Source: an optimization exercise on an open RTL-to-GDS flow (aim: small area). Production flows keep margins and buffers that such runs may drop.
Where RTL was checked, it was by simulation tests only, not by an equivalence proof against the original.
For run 2, only the layout was checked, not whether the RTL still works.
No activity file was given, so power comes from the tool's default toggle rates.

`constraint.sdc`:
```
create_clock -name core_clock -period 5.0 [get_ports {clk}]
set_input_delay 1.0000 -clock core_clock [delete_from_list [all_inputs] [get_ports {clk}]]
set_output_delay 1.0000 -clock core_clock [all_outputs]
set_load 0.01 [all_outputs]
```
`config.mk`:
```
export PLATFORM = sky130hd
export DESIGN_NAME = reg_read_bank
export DESIGN_NICKNAME = reg_read_bank
export VERILOG_FILES = /design/flow/design.v
export SDC_FILE = /design/flow/constraint.sdc
export NUM_CORES = 4
export LEC_CHECK = 0
export CAP_MARGIN = 20
export CORE_MARGIN = 2
export CORE_UTILIZATION = 40
export SLEW_MARGIN = 20
export SYNTH_HIERARCHICAL = 1
```
`run.sh`:
```
#!/bin/bash
# synth_recipe.tcl (not shown) runs the flow's synth.tcl, then flattens the netlist and writes it again
# the make line also repeats each setting of config.mk as NAME=value (left out here)
make -C /OpenROAD-flow-scripts/flow DESIGN_CONFIG=/design/flow/config.mk WORK_HOME=/design/flow/orfs CLKGATE_MAP_FILE= SYNTH_SCRIPT=/design/flow/synth_recipe.tcl finish
```
`design.v`:
```
module reg_read_bank #(
    parameter int WIDTH = 32,
    parameter int SIZE  = 5
) (
    input  logic             clk,
    input  logic             reset,
    input  logic             we,
    input  logic [SIZE-1:0]  wr_addr,
    input  logic [WIDTH-1:0] wr_data,
    input  logic             rd_req,
    input  logic [SIZE-1:0]  rd_addr_a,
    input  logic [SIZE-1:0]  rd_addr_b,
    output logic [WIDTH-1:0] rd_data_a,
    output logic [WIDTH-1:0] rd_data_b,
    output logic             rd_valid
);
    localparam int DEPTH = 2 ** SIZE;
    localparam int NTERM = DEPTH;
    localparam int NG3   = NTERM / 3;                
    localparam int NREM  = NTERM - 3 * NG3;          
    localparam int NGRP  = NG3 + (NREM > 0 ? 1 : 0);
    logic [DEPTH-1:1] wsel;      
    logic [DEPTH-1:1] wsel_n;
    logic [DEPTH-1:1] valid;     
    logic [NTERM-1:0] sel_a;     
    logic [NTERM-1:0] sel_b;
    logic [DEPTH*WIDTH-1:WIDTH] qv;    
    always_comb begin
        for (int i = 1; i < DEPTH; i++) begin
            wsel[i]   = we && (wr_addr == SIZE'(i));
            wsel_n[i] = !wsel[i];
            sel_a[i]  = rd_req && valid[i] && (rd_addr_a == SIZE'(i));
            sel_b[i]  = rd_req && valid[i] && (rd_addr_b == SIZE'(i));
        end
        sel_a[0] = !rd_req;
        sel_b[0] = !rd_req;
    end
    always_ff @(posedge clk or negedge reset) begin
        if (!reset) begin
            valid <= '0;
        end else begin
            valid <= valid | wsel;
        end
    end
    for (genvar i = 1; i < DEPTH; i++) begin : g_ent
        logic [WIDTH-1:0] word;
        logic [WIDTH-1:0] word_d;
        for (genvar b = 0; b < WIDTH; b++) begin : g_bit
            rb_ao22 u_wr (
                .a0(word[b]), .s0(wsel_n[i]), .a1(wr_data[b]), .s1(wsel[i]), .y(word_d[b])
            );
        end
        always_ff @(posedge clk) begin
            word <= word_d;
        end
        assign qv[i*WIDTH +: WIDTH] = word;
    end
    logic [WIDTH-1:0] next_a;
    logic [WIDTH-1:0] next_b;
    rb_read_port #(.WIDTH(WIDTH), .NTERM(NTERM), .NG3(NG3), .NREM(NREM), .NGRP(NGRP)) u_port_a (
        .d({qv, rd_data_a}), .sel(sel_a), .y(next_a)
    );
    rb_read_port #(.WIDTH(WIDTH), .NTERM(NTERM), .NG3(NG3), .NREM(NREM), .NGRP(NGRP)) u_port_b (
        .d({qv, rd_data_b}), .sel(sel_b), .y(next_b)
    );
    always_ff @(posedge clk or negedge reset) begin
        if (!reset) begin
            rd_data_a <= '0;
            rd_data_b <= '0;
            rd_valid  <= 1'b0;
        end else begin
            rd_data_a <= next_a;
            rd_data_b <= next_b;
            rd_valid  <= rd_req;
        end
    end
endmodule
module rb_read_port #(
    parameter int WIDTH = 32,
    parameter int NTERM = 32,
    parameter int NG3   = 10,
    parameter int NREM  = 2,
    parameter int NGRP  = 11
) (
    input  logic [NTERM*WIDTH-1:0] d,
    input  logic [NTERM-1:0] sel,
    output logic [WIDTH-1:0] y
);
    for (genvar b = 0; b < WIDTH; b++) begin : g_bit
        logic [NGRP-1:0] g_n;    
        for (genvar g = 0; g < NG3; g++) begin : g_grp
            rb_aoi222 u_aoi (
                .a0(d[(3*g)*WIDTH+b]),   .s0(sel[3*g]),
                .a1(d[(3*g+1)*WIDTH+b]), .s1(sel[3*g+1]),
                .a2(d[(3*g+2)*WIDTH+b]), .s2(sel[3*g+2]),
                .y(g_n[g])
            );
        end
        if (NREM == 2) begin : g_rem2
            rb_aoi22 u_aoi (
                .a0(d[(3*NG3)*WIDTH+b]), .s0(sel[3*NG3]),
                .a1(d[(3*NG3+1)*WIDTH+b]), .s1(sel[3*NG3+1]),
                .y(g_n[NG3])
            );
        end else if (NREM == 1) begin : g_rem1
            rb_nand2 u_nand (.a(d[(3*NG3)*WIDTH+b]), .b(sel[3*NG3]), .y(g_n[NG3]));
        end
        rb_or_n #(.N(NGRP)) u_or (.x_n(g_n), .y(y[b]));
    end
endmodule
module rb_or_n #(
    parameter int N = 11
) (
    input  logic [N-1:0] x_n,
    output logic         y
);
    localparam int NP = (N + 3) / 4;
    logic [NP-1:0] p;
    for (genvar k = 0; k < NP; k++) begin : g_p
        localparam int LO = 4 * k;
        localparam int HI = (4 * k + 3 < N) ? 4 * k + 3 : N - 1;
        assign p[k] = !(&x_n[HI:LO]);
    end
    assign y = |p;
endmodule
module rb_ao22 (
    input  logic a0, s0, a1, s1,
    output logic y
);
    assign y = (a0 & s0) | (a1 & s1);
endmodule
module rb_aoi222 (
    input  logic a0, s0, a1, s1, a2, s2,
    output logic y
);
    assign y = !((a0 & s0) | (a1 & s1) | (a2 & s2));
endmodule
module rb_aoi22 (
    input  logic a0, s0, a1, s1,
    output logic y
);
    assign y = !((a0 & s0) | (a1 & s1));
endmodule
module rb_nand2 (
    input  logic a, b,
    output logic y
);
    assign y = !(a & b);
endmodule
```
==> results of run 1 <==
-- cell type report --
class	count	share of cell area [%]
Sequential cell	1088	45.1
Multi-Input combinational cell	2162	38.9
Clock buffer	174	6.87
Timing Repair Buffer	266	4.80
Tap cell	1368	3.47
Clock inverter	38	0.774
Antenna cell	7	0.0355
Inverter	3	0.0228
-- Yosys stat by module (local to each module, per instance), a selection --
module	cell area, µm²	flops+latches	cells
rb_aoi222	10.0	0	1
rb_ao22	8.76	0	1
rb_aoi22	12.5	0	1
reg_read_bank	23700	1088	1324
-- per-layer routing --
layer  share of wire [%]  GRT usage [%]
met5              0.0041              0
met4                 7.0           20.4
met3                  15           12.5
met2                  40           48.6
met1                  38           45.3
-- synthesized netlist by cell type (2+ instances only) --
master	n	area share (%)
buf_4	2	0.036
a22oi_2	64	1.9
and4b_1	9	0.22
and4bb_2	7	0.21
and4_1	3	0.064
nor2b_1	8	0.12
nor4bb_1	2	0.049
nand4_1	129	2.0
dfrtp_1	96	5.8
and3_1	58	0.88
inv_1	3	0.027
nand2_1	34	0.31
a22o_1	992	21
dfxtp_1	992	48
buf_2	4	0.049
nor2_1	35	0.32
nand3_1	64	0.78
a21o_1	30	0.55
clkbuf_1	12	0.11
and2_1	3	0.046
a222oi_1	640	16
nand4bb_1	4	0.11
clkbuf_2	3	0.036
buf_6	2	0.055
or3_1	64	0.97
nand4b_1	3	0.064
nand2b_1	2	0.030
nor4b_2	2	0.073
nor3_1	2	0.024
-- report_power, final --
group / total (mW) / internal (mW) / switching, mW
clock network: 8.56 / 4.92 / 3.64
registers: 11.9 / 10.4 / 1.51
logic: 2.66 / 1.66 / 0.998
total: 23.2 / 17.0 / 6.15
-- cell families after synthesis --
kind of cell / count (synthesis) / share of synthesized area [%]
AO/OA/AOI/OAI: 1727 / 39.2
buffers and inverters: 26 / 0.313
flip-flops: 1088 / 54.1
AND/OR/NAND/NOR: 435 / 6.39
-- worst max path at each step --
stage | depth (start not counted) | startpoint | slack (ns) | to
after floorplan | 5 | rd_addr_b[0] | 0.70 | rd_data_b[0]$_DFF_PN0_
after global placement | 7 | rd_req | 0.62 | rd_data_b[16]$_DFF_PN0_
after detailed placement | 7 | rd_req | 0.61 | rd_data_b[16]$_DFF_PN0_
after CTS | 7 | rd_req | 1.33 | rd_data_b[16]$_DFF_PN0_
after global routing | 7 | rd_req | 1.17 | rd_data_a[8]$_DFF_PN0_
final | 7 | rd_req | 1.16 | rd_data_b[9]$_DFF_PN0_
-- stage by stage --
stage                     setup WS (ns)  cell area (µm²)
after floorplan                   0.702            41100
after global placement            0.616            45500
after detailed placement          0.605            45500
after CTS                          1.33            49300
after global routing               1.17            49300
final                              1.16            49300
-- registers in the layout, summed over array words and instances, names as in the netlist --
name and flops:
g_ent.word 992, rd_data_a 32, rd_data_b 32, valid 31, rd_valid 1
==> key figures, run 1 <==
Timing
  • Skew final: between 0.02 and 0.03 ns
  • Final hold violations: 0
  • Slew headroom: ~14%
  • Fmax: ~0.26 GHz
  • Final setup viols: 0
  • RSZ-0062 raised after global routing: no
  • Worst slew pin tran: 1.28 ns
  • Slew Viols, Final: 0
  • Fin crit share: around 77%
  • Crit path time final: 3.84 ns
  • Worst hold slack: about 0.33 ns
  • Setup TNS: 0 ns

Floorplanning
  • Die X: approximately 320 µm
  • Num rows: between 100 and 150
  • Die area: approximately 0.11 mm²
  • Die Span Y: approximately 320 µm
  • Core Box Area: between 0.1 and 0.15 mm²
  • Starting density of the core: roughly two fifths
  • IO Pins: around 120

Clock tree
  • Htree depth: 3
  • Hold Buf Count CTS: 0
  • Sink Count: roughly 1.1k
  • Cts bufs inserted: ~110
  • Max clock buf depth: 3
  • Worst skew pair latency: ~0.71 ns
  • Resize count post-CTS: 0
  • TritonCTS clock tree: yes
  • Post-CTS setup buffers: 0
  • Root Driver: clkbuf_16
  • Clock transition at the registers of the reported paths: roughly 0.060 ns

Synthesis
  • Post-synth EDFFs: 0
  • Synth Flop Type: dfxtp_1
  • Post-Syn Area: a little over 0.04 mm²
  • Yosys warns: 7
  • Yosys cell types: 36
  • Syn_nets: 3327
  • Mapped Cells: 3276
  • Seq cells post-synth: around 1.1k
  • Seq/Total Area, Yosys: 54.1%
  • Syn avg cell area: about 13 µm²
  • Async set-reset flop share out of synthesis: 8.82%

Worst setup path
  • Arrival @ worst endpoint: about 4.4 ns
  • Critical path's slowest cell: clkdlybuf4s50_1
  • CP required: around 5.6 ns
  • Crit path cell chain: clkdlybuf4s50_1 -> and4bb_2 -> and3_2 -> buf_4 -> a222oi_1 -> nand4_1 -> or3_1
  • Top delay family on crit path: simple AND/OR/NAND/NOR gates
  • R2r setup slk: roughly 2.3 ns
  • Reg2reg end: rd_data_a[6]$_DFF_PN0_
  • Crit end category: flip-flop
  • Critical Path Max Stage Delay: a little over 0.7 ns
  • Critical setup path kind: input pin to flip-flop
  • Buf/Inv on CP: 2
  • CP Max Fanout: 24
  • R2R depth: 5
  • RR Startpoint: valid[27]$_DFF_PN0_
  • Crit path launch type: input pin

Detailed routing
  • WL/cell: ~38 µm
  • Number of vias per cell: 7.77
  • Final WL: about 190000 µm
  • Antenna Nets Post-Route: 0
  • DRC Markers: 0
  • Drt first pass iters: 21
  • Initial detailed-routing violation count: just over 10k
  • Via count: between 30k and 40k

Layout
  • Final nets: roughly 3.7k
  • Fin cells: between 5k and 6k
  • Fillers: about 9k
  • Area Overhead vs Synth: 19.8%
  • Share of post-route cells with drive strength above 1: between 10% and 20%
  • Register Area: around 0.022 mm²
  • Area of the multi-input gates: about 0.019 mm²
  • Commonest non-fill, non-tap cells in the layout: 992 x a22o_1, 992 x dfxtp_1, 640 x a222oi_1
  • Post-layout util: slightly below 50%

Global route
  • Largest net degree at the start of global routing: 97
  • Gr usage total: between 30% and 40%
  • Number of global-route vias before repair: approximately 38k
  • First-pass GRT wire length: around 270000 µm
  • Global route total overflow: 0
  • Antenna violations before repair: 2

Place
  • Port-buffer cells: between 100 and 150
  • Gpl congestion: between 0.9 and 1
  • Placed cells: 4887
  • Dpl hpwl: between 100000 and 150000 µm

Pwr
  • Power density over cell area: 470 mW/mm²
  • Leak pwr: 18.9 nW
  • Maximum VDD drop: 0.289 mV
  • Pwr Total: approximately 23 mW

Job
  • Max-cap violations: 0

Run status
  • Status: timing/DRC/antenna clean

Worst hold path
  • Min-Delay Path Class: input pin to async pin
==> run 2, diff against run 1 <==
==> design.v (replaced) <==
module reg_read_bank #(
    parameter int WIDTH = 32,
    parameter int SIZE  = 5
) (
    input  logic             clk,
    input  logic             reset,
    input  logic             we,
    input  logic [SIZE-1:0]  wr_addr,
    input  logic [WIDTH-1:0] wr_data,
    input  logic             rd_req,
    input  logic [SIZE-1:0]  rd_addr_a,
    input  logic [SIZE-1:0]  rd_addr_b,
    output logic [WIDTH-1:0] rd_data_a,
    output logic [WIDTH-1:0] rd_data_b,
    output logic             rd_valid
);
    localparam int DEPTH = 2 ** SIZE;
    localparam bit BYPASS = 1'b0;
    logic [WIDTH-1:0] mem [DEPTH];
    logic             wr_live;
    logic [WIDTH-1:0] word_a;
    logic [WIDTH-1:0] word_b;
    assign wr_live = we && (wr_addr != '0);
    always_ff @(posedge clk or negedge reset) begin
        if (!reset) begin
            for (int i = 0; i < DEPTH; i++) begin
                mem[i] <= '0;
            end
        end else if (wr_live) begin
            mem[wr_addr] <= wr_data;
        end
    end
    always_comb begin
        word_a = mem[rd_addr_a];
        word_b = mem[rd_addr_b];
        if (BYPASS && wr_live && (wr_addr == rd_addr_a)) begin
            word_a = wr_data;
        end
        if (BYPASS && wr_live && (wr_addr == rd_addr_b)) begin
            word_b = wr_data;
        end
    end
    always_ff @(posedge clk or negedge reset) begin
        if (!reset) begin
            rd_data_a <= '0;
            rd_data_b <= '0;
            rd_valid  <= 1'b0;
        end else begin
            rd_valid <= rd_req;
            if (rd_req) begin
                rd_data_a <= word_a;
                rd_data_b <= word_b;
            end
        end
    end
endmodule
--- a/config.mk
+++ b/config.mk
@@ -11,2 +11 @@
 export SLEW_MARGIN = 20
-export SYNTH_HIERARCHICAL = 1
==> run 2 against run 1 <==
Largest power group unchanged. Design area grew 28%. Register-to-register slack better by 0.36 ns. Fmax down 0.20%. Hold slack worse by 0.099 ns. Via count rose by 24%. Utilization shrank 1.8 points. Clock-buffer cell count is 2 lower. Non-clock buffer count grew 118. Sequential share of layout area fell by 1.9 points. Sequential cell count increased by 1. Clock power up about 10%. Clock skew is 0.022 ns higher.
==> key figures, run 2 <==
Run status
  • Status: timing/DRC/antenna clean (unchanged)

Pwr
  • Switching Share: 30.1% (was 26.6%)
  • Net Switching: 7.60 mW (was 6.15 mW)
  • Comb power frac: 14.2% (was 11.5%)
  • Internal: 17.7 mW (was 17.0 mW)
  • Pwr Total: 25.3 mW (was 23.2 mW)
  • Maximum VDD drop: 0.287 mV (was 0.289 mV)
  • Clock power frac: 37.3% (was 37.0%)
  • Power density over cell area: 401 mW/mm² (was 470 mW/mm²)
  • Leak pwr: 27.9 nW (was 18.9 nW)
  • Reg power frac: 48.5% (was 51.5%)

Worst setup path
  • Top delay family on crit path: buffers and inverters (was simple AND/OR/NAND/NOR gates)
  • Crit-path most repeated cell: buf_4
  • Critical setup path kind: input pin to flip-flop (unchanged)
  • Critical path's slowest cell: clkdlybuf4s50_1 (unchanged)
  • Crit path cell chain: clkdlybuf4s50_1 -> buf_4 -> or3b_1 -> nor2_4 -> buf_4 -> a22oi_1 -> nand3_1 -> nor4_1 -> buf_4 -> o2bb2ai_1 (was clkdlybuf4s50_1 -> and4bb_2 -> and3_2 -> buf_4 -> a222oi_1 -> nand4_1 -> or3_1)
  • CP required: 5.70 ns (was 5.59 ns)
  • CP Max Fanout: 13 (was 24)
  • Arrival @ worst endpoint: 4.55 ns (was 4.43 ns)
  • Crit path launch type: input pin (unchanged)
  • Critical Path Max Stage Delay: 0.84 ns (was 0.72 ns)
  • Crit end category: flip-flop (unchanged)
  • Buf/Inv on CP: 4 (was 2)

Floorplanning
  • Core Box Area: 0.135 mm² (was 0.102 mm²)
  • Num rows: 135 (was 117)
  • Die X: 373 µm (was 325 µm)
  • Die area: 0.139 mm² (was 0.105 mm²)
  • Starting density of the core: 40.2% (was 40.4%)
  • Die Span Y: 373 µm (was 325 µm)
  • IO Pins: 116 (unchanged)

Synthesis
  • Yosys warns: 2 (was 7)
  • Mapped Cells: 4650 (was 3276)
  • Yosys cell types: 73 (was 36)
  • Yosys top cell by area: dfrtp_1 (was dfxtp_1)
  • Post-synth top area share: 50.1% (was 48.3%)
  • Async set-reset flop share out of synthesis: 100% (was 8.82%)
  • Syn_nets: 4701 (was 3327)
  • Post-Syn Area: 0.0544 mm² (was 0.0411 mm²)
  • Commonest cells in the netlist: 1089 x dfrtp_1, 983 x mux2_2, 626 x a22oi_1 (was 992 x a22o_1, 992 x dfxtp_1, 640 x a222oi_1)
  • Top-count cell post-synth: dfrtp_1
  • Seq/Total Area, Yosys: 50.1% (was 54.1%)
  • Synth Flop Type: dfrtp_1 (was dfxtp_1)
  • Seq cells post-synth: 1089 (was 1088)
  • Ranking of synthesized cells by area: dfrtp_1 50%, mux2_2 20%, a22oi_1 8.6% (was dfxtp_1 48%, a22o_1 21%, a222oi_1 16%)
  • Post-synth EDFFs: 0 (unchanged)
  • Syn avg cell area: 11.7 µm² (was 12.6 µm²)

Global route
  • Antenna violations before repair: 30 (was 2)
  • First-pass GRT wire length: 397000 µm (was 272000 µm)
  • Gr usage total: 41.0% (was 34.6%)
  • Global route total overflow: 0 (unchanged)
  • Largest net degree at the start of global routing: 158 (was 97)
  • Number of global-route vias before repair: 46.9k (was 37.8k)

Job
  • Max-cap violations: 0 (unchanged)

Clock tree
  • Hold Buf Count CTS: 0 (unchanged)
  • Worst skew pair latency: 0.80 ns (was 0.71 ns)
  • Post-CTS setup buffers: 0 (unchanged)
  • Max clock buf depth: 3 (unchanged)
  • Sink Count: 1089 (was 1088)
  • Root Driver: clkbuf_16 (unchanged)
  • Resize count post-CTS: 0 (unchanged)
  • Htree depth: 3 (unchanged)
  • Cts bufs inserted: 119 (was 113)
  • Clock transition at the registers of the reported paths: 0.07 ns (was 0.06 ns)
  • TritonCTS clock tree: yes (unchanged)

Layout
  • Final nets: 4704 (was 3685)
  • Post-layout util: 46.6% (was 48.4%)
  • Commonest non-fill, non-tap cell in the layout: dfrtp_1
  • Share of post-route cells with drive strength above 1: 33.9% (was 14.1%)
  • Most flops, register: mem (was g_ent.word)
  • Max FFs per register: 1024 (was 992)
  • Largest regs: mem (1024), rd_data_a (32), rd_data_b (32) (was g_ent.word (992), rd_data_a (32), rd_data_b (32))
  • Commonest non-fill, non-tap cells in the layout: 1089 x dfrtp_1, 983 x mux2_2, 626 x a22oi_1 (was 992 x a22o_1, 992 x dfxtp_1, 640 x a222oi_1)
  • Fin cells: 6564 (was 5106)
  • Area Overhead vs Synth: 15.9% (was 19.8%)
  • Final Instance Area: 0.0630 mm² (was 0.0493 mm²)

Timing
  • Setup TNS: 0 ns (unchanged)
  • RSZ-0062 raised after global routing: no (unchanged)
  • Slew headroom: 14.5% (about the same)
  • Final setup viols: 0 (unchanged)
  • Skew final: 0.0514 ns (was 0.0293 ns)
  • Fmax: 0.260 GHz (about the same)
  • Final hold violations: 0 (unchanged)
  • Fin crit share: 77.0% (was 76.8%)
  • Crit path time final: 3.85 ns (was 3.84 ns)
  • Worst slew pin tran: 1.28 ns (about the same)
  • Slew Viols, Final: 0 (unchanged)

Place
  • Placed cells: 6308 (was 4887)
  • DP Area: 0.0588 mm² (was 0.0455 mm²)
  • Port-buffer cells: 115 (unchanged)
  • Dpl hpwl: 178000 µm (was 112000 µm)
  • Gpl congestion: 1.02 (was 0.949)

Detailed routing
  • DRC Markers: 0 (unchanged)
  • Via count: 49.1k (was 39.7k)
  • WL/cell: 44.6 µm (was 37.8 µm)
  • Drt first pass iters: 8 (was 21)
  • Number of vias per cell: 7.49 (was 7.77)
  • Antenna Nets Post-Route: 0 (unchanged)
  • Final WL: 293000 µm (was 193000 µm)
  • Initial detailed-routing violation count: 9117 (was 10.1k)

Worst hold path
  • Min-Delay Path Class: input pin to async pin (unchanged)
-- run 2: cell type report --
cell class,count,area (µm²)
fill,12200,72100
sequential,1089,27300
multi-input combinational,3044,25500
timing repair buffer,384,3860
clock buffer,172,3470
tap,1781,2230
clock inverter,47,621
antenna,32,80.1
inverter,15,57.6
-- run 2: per-layer routing --
layer	vias up	routed length [µm]	track usage, %
li1	17900	-	-
met1	24700	108000	52.4
met2	4912	115000	55.5
met3	1629	44500	17.6
met4	10	25800	28.4
met5	-	71	0
-- run 2: logic make-up (layout without fill, tap and decap cells) --
family | after synthesis | in the layout | share of synthesized area, %
AND/OR/NAND/NOR | 1019 | 1019 | 10.7
buffers and inverters | 517 | 618 | 4.20
AO/OA/AOI/OAI | 1001 | 1001 | 13.8
other | 0 | 32 | 0
multiplexers | 1024 | 1024 | 21.2
flip-flops | 1089 | 1089 | 50.1
-- run 2: stage by stage --
step           setup slack, ns  hold WS [ns]
4_1_cts                   1.37         0.218
5_1_grt                   1.28         0.264
3_3_place_gp             0.648         0.363
6_report                  1.15         0.232
3_5_place_dp             0.571         0.360
2_1_floorplan             2.40         0.421
-- run 2: power groups by stage --
stage                     Clock [mW]  Combinational [mW]  Sequential (mW)
after floorplan                    0                2.15             11.5
after global placement             0                3.37             12.3
after detailed placement           0                3.47             12.3
after CTS                       9.41                3.48             12.1
after global routing            9.76                3.74             12.4
final                           9.43                3.58             12.3
-- run 2: worst register-to-register path, delay by kind of cell (launching register included) --
| family | cells | cell delay [ns] |
|---|---|---|
| compound gates | 2 | 0.99 |
| simple gates | 3 | 0.64 |
| flops | 1 | 0.39 |
| buf+inv | 1 | 0.20 |
-- run 2: path summary, 6_finish.rpt --
check,end,depth (start not counted),slack [ns],from
max reg2reg,rd_data_b[12]$_DFFE_PN0P_,6,2.63,mem[24][12]$_DFFE_PN0P_
min reg2reg,mem[0][31]$_DFFE_PN0P_,0,0.37,mem[0][31]$_DFFE_PN0P_
min in group core_clock,mem[0][31]$_DFFE_PN0P_,0,0.37,mem[0][31]$_DFFE_PN0P_
min,mem[20][7]$_DFFE_PN0P_,1,0.23,reset
max,rd_data_a[13]$_DFFE_PN0P_,10,1.15,rd_addr_a[3]
max in group asynchronous,mem[0][22]$_DFFE_PN0P_,2,3.34,reset

==> afterwards: timing with drivers on the ports <==
The flow's constraints put no driver on any port. The routed layouts listed below were extracted and timed again, unchanged, in two steps. Step 1: set_driving_cell puts a clkbuf_16 on clk and a buf_2 on each other input, an assumption about the parent block. Step 2 also shifts input and output timing later by t, the mid clock arrival at the registers, as if the neighbouring blocks saw the same clock. a / b / c = ideal ports / drivers / drivers and shift; a / b = the first two.
run | t (ns) | slack for setup (ns) | latest minus earliest clock arrival (ns)
run 1 | 0.770 | 1.158 / 1.209 / 0.440 | 0.031 / 0.031
run 2 | 0.858 | 1.150 / 1.201 / 0.343 | 0.056 / 0.056
After both steps every run listed still meets setup and hold. The setup slack of run 2, which loses most, moves by +0.051 ns with the drivers and by -0.807 ns with both steps.
